Context: an optimization exercise on an open-source flow, tuned for small area. The choices shown serve that exercise and are no tape-out recipe.
In this exercise RTL edits were held to simulation tests only and were not proved equivalent to the original.

Design cam_if_top, start of the top module:
module cam_if_top (
    input  logic                   s_cam_clk_dft,
    input  logic                   rstn_i,
    input  logic                   cfg_valid_i,
    input  logic                   cfg_rwn_i,
    input  cam_cfg_pkg::cfg_addr_e cfg_addr_i,
    input  cam_cfg_pkg::cfg_word_t cfg_data_i,
    output cam_cfg_pkg::cfg_word_t cfg_data_o,
    output logic                   cfg_ready_o,
    input  cam_pix_pkg::pix_byte_t cam_data_i,
    input  logic                   cam_hsync_i,
    input  logic                   cam_vsync_i,
    output cam_pix_pkg::out_word_t data_o,
    output logic                   data_valid_o,
    input  logic                   data_ready_i,
    output logic                   frame_evt_o
);
clock: 8.0 ns
lec_check: 0
abc_area: 1
cap_margin: 20
core_margin: 2
core_utilization: 60
cts_cluster_diameter: 100
cts_cluster_size: 24
slew_margin: 20
standard.sh (not shown) runs the stock make flow with config.mk's settings and CLKGATE_MAP_FILE= SYNTH_SCRIPT=/design/flow/synth_recipe.tcl, a recipe that flattens the netlist after the stock synthesis.
==> flow/flow/run.sh <==
#!/bin/bash
set -euo pipefail
here="$PWD"
mk() { make -s -C "$FLOW_HOME" DESIGN_CONFIG="$here/config.mk" WORK_HOME="$here/orfs" "$@"; }
dont_use=$(mk print-DONT_USE_CELLS | sed 's/^DONT_USE_CELLS *[:=] *//')
lib=$(mk print-LIB_FILES | sed 's/^LIB_FILES *[:=] *//' | awk '{print $1}')
echo "liberty: $lib" > restructure_lib.log
echo "dont use: $dont_use" >> restructure_lib.log
python3 flow/libfilter.py "$lib" "$here/restructure.lib" $dont_use >> restructure_lib.log 2>&1
mkdir -p "$here/restructure_work"
export RESTRUCT_LIB="$here/restructure.lib"
export RESTRUCT_DIR="$here/restructure_work"
export PRE_FLOORPLAN_TCL="$here/flow/restructure.tcl"
export BUFFER_PORTS_ARGS="-buffer_cell sky130_fd_sc_hd__buf_1"
export CTS_ARGS="-sink_clustering_enable -repair_clock_nets -dont_use_dummy_load -sink_clustering_size 24 -sink_clustering_max_diameter 100"
bash standard.sh > flow_make.log 2>&1
==> flow/flow/libfilter.py <==
#!/usr/bin/env python3
"""Copy a liberty file without the cells whose names are given: libfilter.py IN OUT NAME..."""
import re, sys
src, dst, drop = sys.argv[1], sys.argv[2], set(sys.argv[3:])
text = open(src).read()
out = []
pos = 0
for m in re.finditer(r'\n\s*cell\s*\(\s*"?([\w]+)"?\s*\)\s*\{', text):
    if m.start() < pos:
        continue
    if m.group(1) not in drop:
        continue
    # find the matching closing brace
    depth, i = 0, m.end() - 1
    while True:
        c = text[i]
        if c == '{':
            depth += 1
        elif c == '}':
            depth -= 1
            if depth == 0:
                break
        i += 1
    out.append(text[pos:m.start()])
    pos = i + 1
out.append(text[pos:])
open(dst, 'w').write(''.join(out))
==> flow/flow/restructure.tcl <==
# Run before floorplanning (PRE_FLOORPLAN_TCL): re-map the synthesized
# combinational logic for area with OpenROAD's restructure (ABC). Registers are
# not touched. The liberty file given to ABC is the platform's without its
# don't-use cells.
restructure -target area \
  -liberty_file $::env(RESTRUCT_LIB) \
  -tielo_port sky130_fd_sc_hd__conb_1/LO \
  -tiehi_port sky130_fd_sc_hd__conb_1/HI \
  -work_dir $::env(RESTRUCT_DIR) \
  -abc_logfile $::env(RESTRUCT_DIR)/abc.log
report_design_area
The first run aborted during floorplan (EST-0104).
Next try:
==> flow/flow/run.sh (replaced) <==
#!/bin/bash
set -euo pipefail
export BUFFER_PORTS_ARGS="-buffer_cell sky130_fd_sc_hd__buf_1"
export CTS_ARGS="-sink_clustering_enable -repair_clock_nets -dont_use_dummy_load -sink_clustering_size 24 -sink_clustering_max_diameter 100"
bash standard.sh > flow_make.log 2>&1
- CORE_UTILIZATION: 60 -> 75
removed: flow/flow/libfilter.py
removed: flow/flow/restructure.tcl
Effect: The changed run finished clean; synthesized area is higher by about 8%; synthesized cell count climbs by 14%.
Next try:
--- a/flow/flow/run.sh
+++ b/flow/flow/run.sh
@@ -2,0 +3,11 @@
+here="$PWD"
+mk() { make -s -C "$FLOW_HOME" DESIGN_CONFIG="$here/config.mk" WORK_HOME="$here/orfs" "$@"; }
+dont_use=$(mk print-DONT_USE_CELLS | sed 's/^DONT_USE_CELLS *[:=] *//')
+lib=$(mk print-LIB_FILES | sed 's/^LIB_FILES *[:=] *//' | awk '{print $1}')
+echo "liberty: $lib" > restructure_lib.log
+echo "dont use: $dont_use" >> restructure_lib.log
+python3 flow/libfilter.py "$lib" "$here/restructure.lib" $dont_use >> restructure_lib.log 2>&1
+mkdir -p "$here/restructure_work"
+export RESTRUCT_LIB="$here/restructure.lib"
+export RESTRUCT_DIR="$here/restructure_work"
+export POST_FLOORPLAN_TCL="$here/flow/restructure.tcl"
==> flow/flow/libfilter.py (new file) <==
#!/usr/bin/env python3
"""Copy a liberty file without the cells whose names are given: libfilter.py IN OUT NAME..."""
import re, sys
src, dst, drop = sys.argv[1], sys.argv[2], set(sys.argv[3:])
text = open(src).read()
out = []
pos = 0
for m in re.finditer(r'\n\s*cell\s*\(\s*"?([\w]+)"?\s*\)\s*\{', text):
    if m.start() < pos:
        continue
    if m.group(1) not in drop:
        continue
    # find the matching closing brace
    depth, i = 0, m.end() - 1
    while True:
        c = text[i]
        if c == '{':
            depth += 1
        elif c == '}':
            depth -= 1
            if depth == 0:
                break
        i += 1
    out.append(text[pos:m.start()])
    pos = i + 1
out.append(text[pos:])
open(dst, 'w').write(''.join(out))
==> flow/flow/restructure.tcl (new file) <==
# Run at the end of floorplanning (POST_FLOORPLAN_TCL): re-map the synthesized
# combinational logic for area with OpenROAD's restructure (ABC). Registers are
# not touched. The liberty file given to ABC is the platform's without its
# don't-use cells.
restructure -target area \
  -liberty_file $::env(RESTRUCT_LIB) \
  -tielo_port sky130_fd_sc_hd__conb_1/LO \
  -tiehi_port sky130_fd_sc_hd__conb_1/HI \
  -work_dir $::env(RESTRUCT_DIR) \
  -abc_logfile $::env(RESTRUCT_DIR)/abc.log
report_design_area
- CORE_UTILIZATION: 75 -> 60
What happened:
- worst hold slack is worse by 0.0090 ns
- die area increases by a quarter to a third
- sequential cell count does not change
- final area decreases by a few percent
- routed wire length decreases slightly
- cell count decreases by a few percent
- via count decreases slightly
Next try:
==> flow/flow/run.sh (replaced) <==
#!/bin/bash
set -euo pipefail
export BUFFER_PORTS_ARGS="-buffer_cell sky130_fd_sc_hd__buf_1"
export CTS_ARGS="-sink_clustering_enable -repair_clock_nets -dont_use_dummy_load -sink_clustering_size 24 -sink_clustering_max_diameter 100"
bash standard.sh > flow_make.log 2>&1
removed: flow/flow/libfilter.py
removed: flow/flow/restructure.tcl
After rerunning: The new run completed without violations. Setup slack degrades by 0.089 ns. Via count decreases by 3.7%. Design area went up by 4.5%. Cell count grows by 7.0%. Count of clock-buffer cells in the layout is unchanged.
Next try:
==> flow/run.sh (new file) <==
#!/bin/bash
# synth_recipe.tcl (not shown) runs the flow's synth.tcl, then flattens the netlist and writes it again
# the make line also repeats each setting of config.mk as NAME=value (left out here)
make -C /OpenROAD-flow-scripts/flow DESIGN_CONFIG=/design/flow/config.mk WORK_HOME=/design/flow/orfs CLKGATE_MAP_FILE= SYNTH_SCRIPT=/design/flow/synth_recipe.tcl finish
removed: flow/flow/run.sh
removed: flow/standard.sh
What happened:
- core utilization rose by 2.1 points
- synthesized area does not change
- setup slack degrades by 0.036 ns
- sequential cell count stays the same
- count of clock-buffer cells in the layout rose by 3
- final area rose by 3.3%
- global-route usage fell by 0.11 points
- first-iteration DRC count rose by 6.5%
- register-to-register slack degrades by 0.04 ns

-- what the ideal ports hide --
In the flow no input, the clock included, has a driving cell. The finished layouts below were timed again as built, in two steps. Step 1 (the two cells are an assumption about what drives the block):
set clk [get_ports {s_cam_clk_dft}]
set_driving_cell -lib_cell sky130_fd_sc_hd__clkbuf_16 $clk
set_driving_cell -lib_cell sky130_fd_sc_hd__buf_2 [delete_from_list [all_inputs] $clk]
Step 2, shift: input delay + t, output delay - t, t = (earliest + latest rising clock arrival at the registers) / 2. This alone moves slack from input paths to output paths. Slacks: no drivers / after step 1 / after step 2; pairs: no drivers / after step 1.
run | t (ns) | slack for setup (ns) | clock arrival spread, ns | slew at the worst register clock pin (ns) | cell pins on the clock port's net
the second run | 0.558 | 0.538 / 0.538 / 0.538 | 0.052 / 0.053 | 0.10 / 0.10 | 1
the third run | 0.563 | 1.088 / 1.088 / 1.088 | 0.090 / 0.090 | 0.10 / 0.10 | 1
the fourth run | 0.559 | 0.999 / 0.999 / 0.999 | 0.070 / 0.071 | 0.10 / 0.10 | 1
the fifth run | 0.580 | 0.963 / 0.963 / 0.963 | 0.040 / 0.040 | 0.10 / 0.10 | 1
After both steps every run listed still meets setup and hold.
